Background: an optimization exercise with open tools, aiming at small area, a short achievable clock period and few clock cycles per item. Do not read the settings as production practice.
Only simulation tests tie the RTL to the original design; equivalence was not proved.

## flow/design.v (module list and top-level ports; edited modules follow where they fit)
// module pid_controller_anti_windup_core: 4701 lines
module pid_controller_anti_windup_core (
  input  logic                                      clk,
  input  logic                                      rst,
  input  logic                                      wr_en,
  input  logic [pidaw_pkg::CFG_IDX_W-1:0]           wr_index,
  input  logic [pidaw_pkg::CFG_DATA_W-1:0]          wr_data,
  input  logic                                      in_valid,
  output logic                                      in_stall,
  input  logic signed [pidaw_pkg::SAMPLE_WIDTH-1:0] feedback,
  input  logic [pidaw_pkg::TIME_W-1:0]              now_ms,
  output logic                                      out_valid,
  input  logic                                      out_stall,
  output logic signed [pidaw_pkg::DRIVE_W-1:0]      drive,
  output logic                                      sampled
);
  // ...
==> flow/flow/run.sh <==
#!/bin/bash
set -euo pipefail
sed 's/yosys synth -nofsm -noshare /yosys synth -nofsm -noshare -noabc /' synth_recipe.tcl > synth_noabc.tcl
grep -q -- '-noabc' synth_noabc.tcl
bash standard.sh SYNTH_SCRIPT="$PWD/synth_noabc.tcl" SETUP_SLACK_MARGIN=5.7 finish > standard.log 2>&1
==> flow/standard.sh <==
#!/bin/bash
# synth_recipe.tcl (not shown) runs the flow's synth.tcl, then flattens the netlist and writes it again
# the make line also repeats each setting of config.mk as NAME=value (left out here)
make -C /OpenROAD-flow-scripts/flow DESIGN_CONFIG=/design/flow/config.mk WORK_HOME=/design/flow/orfs CLKGATE_MAP_FILE= SYNTH_SCRIPT=/design/flow/synth_recipe.tcl "${@:-finish}"
==> flow/config.mk <==
export PLATFORM = sky130hd
export DESIGN_NAME = pid_controller_anti_windup_core
export DESIGN_NICKNAME = pid_controller_anti_windup_core
export VERILOG_FILES = /design/flow/design.v
export SDC_FILE = /design/flow/constraint.sdc
export NUM_CORES = 4
export LEC_CHECK = 0
export ABC_AREA = 1
export CAP_MARGIN = 20
export CORE_MARGIN = 2
export CORE_UTILIZATION = 60
export SLEW_MARGIN = 20
==> flow/constraint.sdc <==
create_clock -name core_clock -period 10.0 [get_ports {clk}]
set_input_delay 2.0000 -clock core_clock [delete_from_list [all_inputs] [get_ports {clk}]]
set_output_delay 2.0000 -clock core_clock [all_outputs]
set_load 0.01 [all_outputs]
==> impl_metrics.ini, run 1 <==
[detailed_routing]
routed_wl_um = 411000
first_iter_violations = 12866

[synth]
synth_largest_area_cell = sky130_fd_sc_hd__fa_1
ys_ff_latch = 1075
synth-async-reset-ratio = 0
synth_xor_xnor_area_share = 0.119
synthesis.yosys.warnings = 1
dominantRegCellSynth = sky130_fd_sc_hd__edfxtp_1

[layout]
max_flop_register = mcs
final_cells = 14631
clkCellAreaFrac = 0.0361
seqAreaFraction = 0.228
multi_input_gate_share_of_total_cell_area = 0.618

[place]
numPlacedInstances = 14070
finalWeightedCongestion = 1.06

[sta]
setup_ws_ns = 5.43
setup-violations-final = 0
period_share = 0.457
timing.setup.tns_ns = 0
report.final.slew_viol_count = 0
hold_slack_ns = 0.418

[cts]
latest_clock_arrival_within_the_worst_skew_pair_ns = 0.82
cts.hold.buffers_added = 0

[setup_path]
worstPathMaxFanout = 4
worst-setup-path-type = flip-flop to flip-flop
timing.critical_path.slowest_cell_delay_ns = 0.82
crit_start = mcs[100]
cp_slowest_cell = sky130_fd_sc_hd__xnor2_1
r2r_worst_path_depth = 21

[worst_hold_path]
min_path_type = flip-flop to flip-flop
worstHoldStart = tk1
min_path_cells = 0

[floorplanning]
placement_rows = 157

[status]
status = no timing/DRC/antenna violations

[global_route]
number_of_antenna_violations_at_the_first_check_in_global_routing = 24
Testbench counts, summed over its fixed seeds: cycles 4,128, items 3,840.
==> run 2: changes to the inputs <==
==> flow/flow/run.sh (replaced) <==
#!/bin/bash
set -euo pipefail
sed 's/yosys synth -nofsm -noshare /yosys synth -nofsm -noshare -noabc /' synth_recipe.tcl > synth_noabc.tcl
grep -q -- '-noabc' synth_noabc.tcl
bash standard.sh SYNTH_SCRIPT="$PWD/synth_noabc.tcl" SETUP_SLACK_MARGIN=6.0 finish > standard.log 2>&1
==> impl_metrics.ini, run 2 <==
[worst_hold_path]
min_path_type = flip-flop to flip-flop
worstHoldStart = err2[15]

[setup_path]
critPathCaptureType = flip-flop
critical-path-top-cell-by-count = sky130_fd_sc_hd__buf_6
crit_start = fb0[0]
critical_path.reg2reg.startpoint = fb0[0]
worst-setup-path-type = flip-flop to flip-flop
launching_element_type_of_the_critical_path = flip-flop
worstPathMaxFanout = 3
timing.critical_path.slowest_cell_delay_ns = 0.50
critPathArrivalTime_ns = 5.17
cp_slowest_cell = sky130_fd_sc_hd__edfxtp_1
critical_path_required_ns = 10.56

[floorplanning]
core_sq_mm = 0.183
chipHeight_um = 434
placement_rows = 157
start_util = 0.604
dieWidth_um = 434
floorplan.io_pins = 138
dieArea_sq_mm = 0.188

[synth]
synthesis.yosys.warnings = 1
ys_top_cells_by_area = sky130_fd_sc_hd__fa_1, sky130_fd_sc_hd__edfxtp_1, sky130_fd_sc_hd__xor2_1
synth-async-reset-ratio = 0
mappedNetlistArea_sq_mm = 0.111
ys_ff_latch = 1075
synth-edff-count = 707
net_count_after_synthesis = 13965
synthTopCellsByCount = sky130_fd_sc_hd__nand2_1, sky130_fd_sc_hd__xor2_1, sky130_fd_sc_hd__inv_1
synth_largest_area_cell = sky130_fd_sc_hd__fa_1
synth_area_per_cell_sq_um = 9.22
dominantRegCellSynth = sky130_fd_sc_hd__edfxtp_1
synth.distinct_cells = 72
synth_top_area_frac = 0.235
synth-seq-area-share = 0.258
postSynthCellCount = 12009
yosysMostFrequentCell = sky130_fd_sc_hd__nand2_1

[sta]
timing_worst_slew_pin_value_ns = 1.34
normalized_max_slew_margin = 0.103
period_minus_slack_ns = 4.62
hold_violations = 0
clock-skew-final_ns = 0.0440
period_share = 0.462
timing.setup.tns_ns = 0
report.final.slew_viol_count = 0
setup-violations-final = 0
rsz0062_at_grt = true
max_clock_freq_mhz = 217

[place]
numPlacedInstances = 14063
finalWeightedCongestion = 1.04
port-buffer-count = 137
place.detailed.hpwl_um = 290000

[cts]
tritoncts_num_sinks = 1075
clk_path_buf_depth = 3
cts_inserted_buffers = 135
cts-htree-levels = 4
cts.reportedPaths.clkPinSlew_ns = 0.06
latest_clock_arrival_within_the_worst_skew_pair_ns = 0.86
cts_tree = yes
cts-root-buf = sky130_fd_sc_hd__clkbuf_16

[detailed_routing]
routed_via_density = 6.66
remaining_drc_errors = 0
first_drt_pass_iteration_count = 12
first_iter_violations = 14635
routed_wl_um = 434000
detailroute.via_count = 99400
wl_per_cell_um = 29.1
antenna_left = 0

[layout]
biggest_registers_after_layout = mcs x264, pa2 x49, integral x48
final_common_cell = sky130_fd_sc_hd__xor2_1
finish.net_count = 14281
commonest_non_fill_non_tap_cells_in_the_layout = sky130_fd_sc_hd__xor2_1, sky130_fd_sc_hd__nand2_1, sky130_fd_sc_hd__inv_1
post_route_cells_drive_above_1_share = 0.186
flip_flop_count_of_the_largest_register_after_layout = 264
max_flop_register = mcs
final_cells = 14920
flow.area_growth_from_synthesis_pct = 18.5

[global_route]
grt_overflow_total = 0
first_pass_grt_wire_length_um = 622000
grt_pass1_vias = 98613
grt_max_degree = 145
global_route.usage.total = 0.443
number_of_antenna_violations_at_the_first_check_in_global_routing = 30

[status]
status = no timing/DRC/antenna violations

[run]
max_cap_violations = 0
[run 2: per-stage QoR]
| step | cell area, sq um | util | worst slack (ns) | hold WS [ns] |
|---|---|---|---|---|
| after floorplan | 111000 | - | 5.88 | 0.400 |
| after global placement | 114000 | 0.621 | 4.55 | 0.402 |
| after detailed placement | 114000 | 0.621 | 4.56 | 0.405 |
| after CTS | 126000 | 0.688 | 5.64 | 0.415 |
| after global routing | 131000 | 0.716 | 5.29 | 0.418 |
| final | 131000 | 0.716 | 5.38 | 0.414 |
[run 2: critical path: cells and delay by family, from the launching register on]
family                     cells  cell delay [ns]
DFF                            1             0.50
adders and majority gates      4             1.33
xor gates and xnor gates       1             0.17
and+or+nand+nor                6             0.70
AOI/OAI and AO/OA              4             0.55
buffers and inverters         13             1.09
[run 2: cell type report]
class / instances / area [sq um]
Sequential cell: 1075 / 28700
Fill cell: 13195 / 52000
Multi-Input combinational cell: 8769 / 79500
Clock inverter: 74 / 833
Timing Repair Buffer: 847 / 9090
Tap cell: 2464 / 3080
Antenna cell: 19 / 47.5
Clock buffer: 175 / 3730
Timing Repair inverter: 20 / 146
Inverter: 1477 / 6060
[run 2: cells by family (layout without fill, tap and decap cells)]
family / count (synthesis) / count (layout) / synth area share
AND/OR/NAND/NOR: 2637 / 2647 / 0.104
AO/OA/AOI/OAI: 2770 / 2770 / 0.147
adder cells (fa/ha/maj): 1853 / 1853 / 0.297
flip-flops: 1075 / 1075 / 0.258
other: 0 / 19 / 0
XOR/XNOR: 1499 / 1499 / 0.119
buffers and inverters: 2175 / 2593 / 0.0753
[run 2: path summary, 6_finish.rpt]
kind	cells past startpoint	to	slack, ns
worst max-delay path	28	dm_enc1[16]	5.38
worst min-delay path	0	erri[15]	0.41
worst max register to register	28	dm_enc1[16]	5.38
worst min register to register	0	erri[15]	0.41
[run 2: per-layer routing]
layer	global-route usage	wire length, um
met1	0.546	150000
met2	0.671	186000
met3	0.155	61300
met4	0.262	35900
met5	0.00312	426
[run 2: repair_timing]
action / in CTS / in global routing
pin swaps: 284 / 393
gates resized for setup: 1050 / 727
setup buffers: 315 / 204
hold buffers: 0 / 0
cloned: 49 / 20
setup endpoints to repair: 446 / 359
==> run 3: changes to the inputs <==
--- a/flow/config.mk
+++ b/flow/config.mk
@@ -9,4 +9,5 @@
 export CAP_MARGIN = 20
 export CORE_MARGIN = 2
 export CORE_UTILIZATION = 60
+export CTS_BUF_LIST = sky130_fd_sc_hd__clkbuf_8 sky130_fd_sc_hd__clkbuf_4
 export SLEW_MARGIN = 20
==> impl_metrics.ini, run 3 <==
[run]
max_cap_violations = 0

[sta]
clock-skew-final_ns = 0.0774
normalized_max_slew_margin = 0.156
period_minus_slack_ns = 4.63
timing.setup.tns_ns = 0
setup_ws_ns = 5.37
hold_violations = 0
max_clock_freq_mhz = 216
report.final.slew_viol_count = 0
period_share = 0.463
rsz0062_at_grt = true
timing_worst_slew_pin_value_ns = 1.27
setup-violations-final = 0

[synth]
net_count_after_synthesis = 13965
synth-seq-area-share = 0.258
synth-edff-count = 707
ys_top_cells_by_area = sky130_fd_sc_hd__fa_1, sky130_fd_sc_hd__edfxtp_1, sky130_fd_sc_hd__xor2_1
synthesis.yosys.warnings = 1
synth-async-reset-ratio = 0
synthTopCellsByCount = sky130_fd_sc_hd__nand2_1, sky130_fd_sc_hd__xor2_1, sky130_fd_sc_hd__inv_1
synth.distinct_cells = 72
ys_ff_latch = 1075
dominantRegCellSynth = sky130_fd_sc_hd__edfxtp_1
synth_largest_area_cell = sky130_fd_sc_hd__fa_1
postSynthCellCount = 12009
synth_top_area_frac = 0.235
synth_area_per_cell_sq_um = 9.22
yosysMostFrequentCell = sky130_fd_sc_hd__nand2_1
mappedNetlistArea_sq_mm = 0.111

[detailed_routing]
detailroute.via_count = 99016
routed_wl_um = 432000
wl_per_cell_um = 28.8
antenna_left = 0
first_drt_pass_iteration_count = 12
routed_via_density = 6.61
remaining_drc_errors = 0
first_iter_violations = 14289

[layout]
flow.area_growth_from_synthesis_pct = 17.2
stdcell_area_sq_mm = 0.130
biggest_registers_after_layout = mcs x264, pa2 x49, integral x48
commonest_non_fill_non_tap_cells_in_the_layout = sky130_fd_sc_hd__xor2_1, sky130_fd_sc_hd__nand2_1, sky130_fd_sc_hd__inv_1
max_flop_register = mcs
flip_flop_count_of_the_largest_register_after_layout = 264
post_route_cells_drive_above_1_share = 0.184
finish.net_count = 14287
final_common_cell = sky130_fd_sc_hd__xor2_1

[setup_path]
critPathArrivalTime_ns = 5.45
timing.critical_path.slowest_cell_delay_ns = 0.55
reg2reg_slack_ns = 5.37
r2r_worst_path_depth = 27
worstReg2RegEnd = dm_enc1[16]
critPathCaptureType = flip-flop
cp_slowest_cell = sky130_fd_sc_hd__fa_1
worst-setup-path-type = flip-flop to flip-flop
cp_top_family = adder cells
crit_buf_inv = 11
worstPathMaxFanout = 4
critical_path_required_ns = 10.82
critical_path.reg2reg.startpoint = fb0[0]
launching_element_type_of_the_critical_path = flip-flop
critical-path-top-cell-by-count = sky130_fd_sc_hd__buf_6

[global_route]
grt_max_degree = 145
number_of_antenna_violations_at_the_first_check_in_global_routing = 21
first_pass_grt_wire_length_um = 624000
grt_pass1_vias = 98933
grt_overflow_total = 0
global_route.usage.total = 0.444

[place]
finalWeightedCongestion = 1.04
place.detailed.hpwl_um = 290000
port-buffer-count = 137
dp_slack_ns = 4.56
dpl_cell_area_sq_mm = 0.114

[worst_hold_path]
hold-path-endpoint = err2[6]
min_path_cells = 0
worstHoldStart = err1[6]
min_path_type = flip-flop to flip-flop

[floorplanning]
floorplan.io_pins = 138
start_util = 0.604
dieWidth_um = 434
placement_rows = 157
dieArea_sq_mm = 0.188
core_sq_mm = 0.183
chipHeight_um = 434

[cts]
tritoncts_num_sinks = 1075
cts_inserted_buffers = 192
latest_clock_arrival_within_the_worst_skew_pair_ns = 1.05
cts.reportedPaths.clkPinSlew_ns = 0.06
cts-root-buf = sky130_fd_sc_hd__clkbuf_8
clk_path_buf_depth = 3
cts_tree = yes
cts.hold.buffers_added = 0
cts-htree-levels = 4

[status]
status = no timing/DRC/antenna violations
-- run 3: timing repair --
action	4_1_cts	5_1_grt
setup buffers	334	131
resized for setup	1088	587
pin swaps	323	359
cloned	48	24
endpoints found under the setup margin	475	376
-- run 3: final cells by class --
type	count	area, sq um
well taps	2464	3080
multi-input cells	8768	78800
flip-flops and latches	1075	28800
clock inverters	90	867
inverters	1477	6040
repair buffers	793	8620
diodes	14	35.0
fillers	13465	53500
clock buffers	270	3380
repair inverters	24	209
-- run 3: metrics by stage --
| step | hold slack, ns | instances | util |
|---|---|---|---|
| 6_report | 0.398 | 14975 | 0.708 |
| 4_1_cts | 0.387 | 14805 | 0.688 |
| 2_1_floorplan | 0.400 | 12009 | - |
| 5_1_grt | 0.403 | 14968 | 0.708 |
| 3_5_place_dp | 0.405 | 14063 | 0.621 |
| 3_3_place_gp | 0.402 | 14061 | 0.621 |
-- run 3: cells by family after synthesis --
kind of cell    Yosys count  share of synthesized area
compound gates         2770                      0.147
simple gates           2637                      0.104
buf+inv                2175                     0.0753
fa+ha+maj              1853                      0.297
xor+xnor               1499                      0.119
flops                  1075                      0.258
-- run 3: how the worst max path moves through the flow --
stage	from	to	slack, ns	cells past startpoint
3_5_place_dp	mcs[123]	drive[26]	4.56	26
6_report	fb0[0]	dm_enc1[16]	5.37	27
2_1_floorplan	fb0[0]	dm_enc1[24]	5.88	23
3_3_place_gp	mcs[39]	drive[0]	4.55	26
5_1_grt	mcs[199]	drive[24]	5.25	27
4_1_cts	mcs[49]	drive[1]	5.62	28
-- run 3: layer usage --
metal	share of wire	track usage	vias to the layer above
met3	0.14	0.152	2402
met4	0.084	0.275	8
met2	0.43	0.667	8020
met5	0.00014	0	-
met1	0.35	0.550	47621
li1	-	-	40965
==> run 4: changes to the inputs <==
==> flow/flow/run.sh (replaced) <==
#!/bin/bash
set -euo pipefail
sed 's/yosys synth -nofsm -noshare /yosys synth -nofsm -noshare -noabc /' synth_recipe.tcl > synth_noabc.tcl
grep -q -- '-noabc' synth_noabc.tcl
bash standard.sh SYNTH_SCRIPT="$PWD/synth_noabc.tcl" SETUP_SLACK_MARGIN=5.3 finish > standard.log 2>&1
--- a/flow/config.mk
+++ b/flow/config.mk
@@ -9,5 +9,4 @@
 export CAP_MARGIN = 20
 export CORE_MARGIN = 2
 export CORE_UTILIZATION = 60
-export CTS_BUF_LIST = sky130_fd_sc_hd__clkbuf_8 sky130_fd_sc_hd__clkbuf_4
 export SLEW_MARGIN = 20
==> impl_metrics.ini, run 4 <==
[cts]
cts.hold.buffers_added = 0
tritoncts_num_sinks = 1075
cts-root-buf = sky130_fd_sc_hd__clkbuf_16
cts_tree = yes
cts_inserted_buffers = 132
cts-htree-levels = 4
cts.reportedPaths.clkPinSlew_ns = 0.06
latest_clock_arrival_within_the_worst_skew_pair_ns = 0.84
clk_path_buf_depth = 3

[global_route]
grt_pass1_vias = 94459
grt_overflow_total = 0
global_route.usage.total = 0.422
first_pass_grt_wire_length_um = 594000
number_of_antenna_violations_at_the_first_check_in_global_routing = 22
grt_max_degree = 148

[layout]
final_common_cell = sky130_fd_sc_hd__nand2_1
commonest_non_fill_non_tap_cells_in_the_layout = sky130_fd_sc_hd__nand2_1, sky130_fd_sc_hd__xor2_1, sky130_fd_sc_hd__inv_1
flow.area_growth_from_synthesis_pct = 9.12
finish.net_count = 13776
multi_input_area_sq_mm = 0.0757
seq_area_sq_mm = 0.0286
flip_flop_count_of_the_largest_register_after_layout = 264
final_design_utilization = 0.659
post_route_cells_drive_above_1_share = 0.0830
max_flop_register = mcs
n_fill_cell = 14764
final_cells = 14400
biggest_registers_after_layout = mcs x264, pa2 x49, integral x48

[setup_path]
crit_buf_inv = 1
reg2reg_slack_ns = 5.14
worstPathMaxFanout = 20
cp_top_family = adder cells
crit_start = gain_i[11]
cp_slowest_cell = sky130_fd_sc_hd__xor2_1
launching_element_type_of_the_critical_path = flip-flop
timing.critical_path.slowest_cell_delay_ns = 1.05
cp_cell_sequence = inv_1 -> xor2_1 -> fa_1 -> fa_1 -> fa_1 -> fa_1
timing.critical_path.to = mcs[47]
worst-setup-path-type = flip-flop to flip-flop
cp_num_cells = 6
worstReg2RegEnd = mcs[47]
critical_path_required_ns = 10.55
critical_path.reg2reg.startpoint = gain_i[11]
critical-path-top-cell-by-count = sky130_fd_sc_hd__fa_1
critPathArrivalTime_ns = 5.41
r2r_worst_path_depth = 6
critPathCaptureType = flip-flop

[sta]
hold_violations = 0
period_minus_slack_ns = 4.86
clock-skew-final_ns = 0.0431
timing.setup.tns_ns = 0
timing_worst_slew_pin_value_ns = 1.25
normalized_max_slew_margin = 0.155
report.final.slew_viol_count = 0
period_share = 0.486
max_clock_freq_mhz = 206
setup-violations-final = 0
hold_slack_ns = 0.420
rsz0062_at_grt = true

[detailed_routing]
routed_via_density = 6.56
wl_per_cell_um = 28.0
first_iter_violations = 13175
remaining_drc_errors = 0
routed_wl_um = 404000
antenna_left = 0
first_drt_pass_iteration_count = 13
detailroute.via_count = 94423

[synth]
yosysMostFrequentCell = sky130_fd_sc_hd__nand2_1
synth-seq-area-share = 0.258
dominantRegCellSynth = sky130_fd_sc_hd__edfxtp_1
synthesis.yosys.warnings = 1
mappedNetlistArea_sq_mm = 0.111
synthTopCellsByCount = sky130_fd_sc_hd__nand2_1, sky130_fd_sc_hd__xor2_1, sky130_fd_sc_hd__inv_1
synth_largest_area_cell = sky130_fd_sc_hd__fa_1
net_count_after_synthesis = 13965
synth.distinct_cells = 72
synth-edff-count = 707
ys_top_cells_by_area = sky130_fd_sc_hd__fa_1, sky130_fd_sc_hd__edfxtp_1, sky130_fd_sc_hd__xor2_1
ys_ff_latch = 1075
postSynthCellCount = 12009
synth_top_area_frac = 0.235
synth-async-reset-ratio = 0
synth_area_per_cell_sq_um = 9.22

[worst_hold_path]
min_path_type = flip-flop to flip-flop

[place]
finalWeightedCongestion = 1.04
numPlacedInstances = 14060
port-buffer-count = 137
place.detailed.hpwl_um = 289000

[status]
status = no timing/DRC/antenna violations

[floorplanning]
start_util = 0.604
dieArea_sq_mm = 0.188
chipHeight_um = 434
core_sq_mm = 0.183
dieWidth_um = 434
placement_rows = 157
floorplan.io_pins = 138

[run]
max_cap_violations = 0
## run 4: cell counts after synthesis
No cell type changed its count.
## run 4: worst min path at each step
stage	from	to	slack [ns]	cells past startpoint
floorplan	dn1	dn2	0.40	0
global placement	err1[14]	err2[14]	0.40	0
detailed placement	err1[8]	err2[8]	0.41	0
CTS	err2[15]	erri[15]	0.42	0
global route	err2[15]	erri[15]	0.42	0
finish	err2[13]	erri[13]	0.42	0
## run 4: final cells by class
class | instances | area share
diodes | 10 | 0.000207
clock buffers | 168 | 0.0303
clock inverters | 72 | 0.00642
inverters | 1477 | 0.0464
multi-input cells | 8764 | 0.626
flip-flops and latches | 1075 | 0.237
well taps | 2464 | 0.0255
repair buffers | 365 | 0.0277
repair inverters | 5 | 0.000228
## run 4: cells by family after synthesis
logic type                 count (synthesis)  synth area share
AOI/OAI and AO/OA                       2770             0.147
and+or+nand+nor                         2637             0.104
buffers and inverters                   2175            0.0753
adders and majority gates               1853             0.297
xor gates and xnor gates                1499             0.119
DFF                                     1075             0.258
## run 4: layer usage
layer | vias up | global-route usage | share of wire
met2 | 7031 | 0.640 | 0.43
met1 | 45632 | 0.539 | 0.37
met3 | 1868 | 0.126 | 0.13
met5 | - | 0.00442 | 0.00041
li1 | 39882 | - | -
met4 | 10 | 0.241 | 0.071
## run 4: per-stage QoR
stage	area [sq um]	setup WS, ns
3_3_place_gp	114000	4.17
3_5_place_dp	114000	4.24
2_1_floorplan	111000	5.51
6_report	121000	5.14
5_1_grt	121000	5.18
4_1_cts	119000	5.28
## run 4: worst register-to-register path, delay by kind of cell (launching register included)
| family | cells | cell delay, ns |
|---|---|---|
| adders and majority gates | 4 | 2.17 |
| xor gates and xnor gates | 1 | 1.06 |
| buffers and inverters | 1 | 0.47 |
| DFF | 1 | 0.89 |
## run 4: what timing repair did
action / in CTS / in global routing
buffers inserted: 23 / 54
pin swaps: 14 / 75
setup endpoints to repair: 246 / 267
gates cloned: 8 / 5
resized for setup: 92 / 324

## re-timing with driven ports
Ports are ideal in the flow. The routed layouts listed here were re-timed in OpenROAD.
Step 1, drivers: a clkbuf_16 drives clk and a buf_2 each remaining input, both assumed.
Step 2 adds t to the input delays and takes it off the output delays; t is the mean of the earliest and latest rising clock arrival at the registers after step 1. Input paths then give back, and output paths get back, about the clock's delay inside the block.
a / b / c = no drivers / after step 1 / after step 2; a / b = the first two.
run | t (ns) | setup slack, ns | pins driven straight from the clock port
run 1 | 0.886 | 5.429 / 5.429 / 4.900 | 1
run 2 | 0.916 | 5.382 / 5.382 / 5.235 | 1
run 3 | 1.093 | 5.375 / 5.375 / 4.948 | 1
run 4 | 0.903 | 5.145 / 5.145 / 5.145 | 1
After both steps setup and hold are still met in every run listed. For run 1, which loses most, drivers alone change the setup slack by 0.000 ns; drivers and shift together by -0.529 ns.
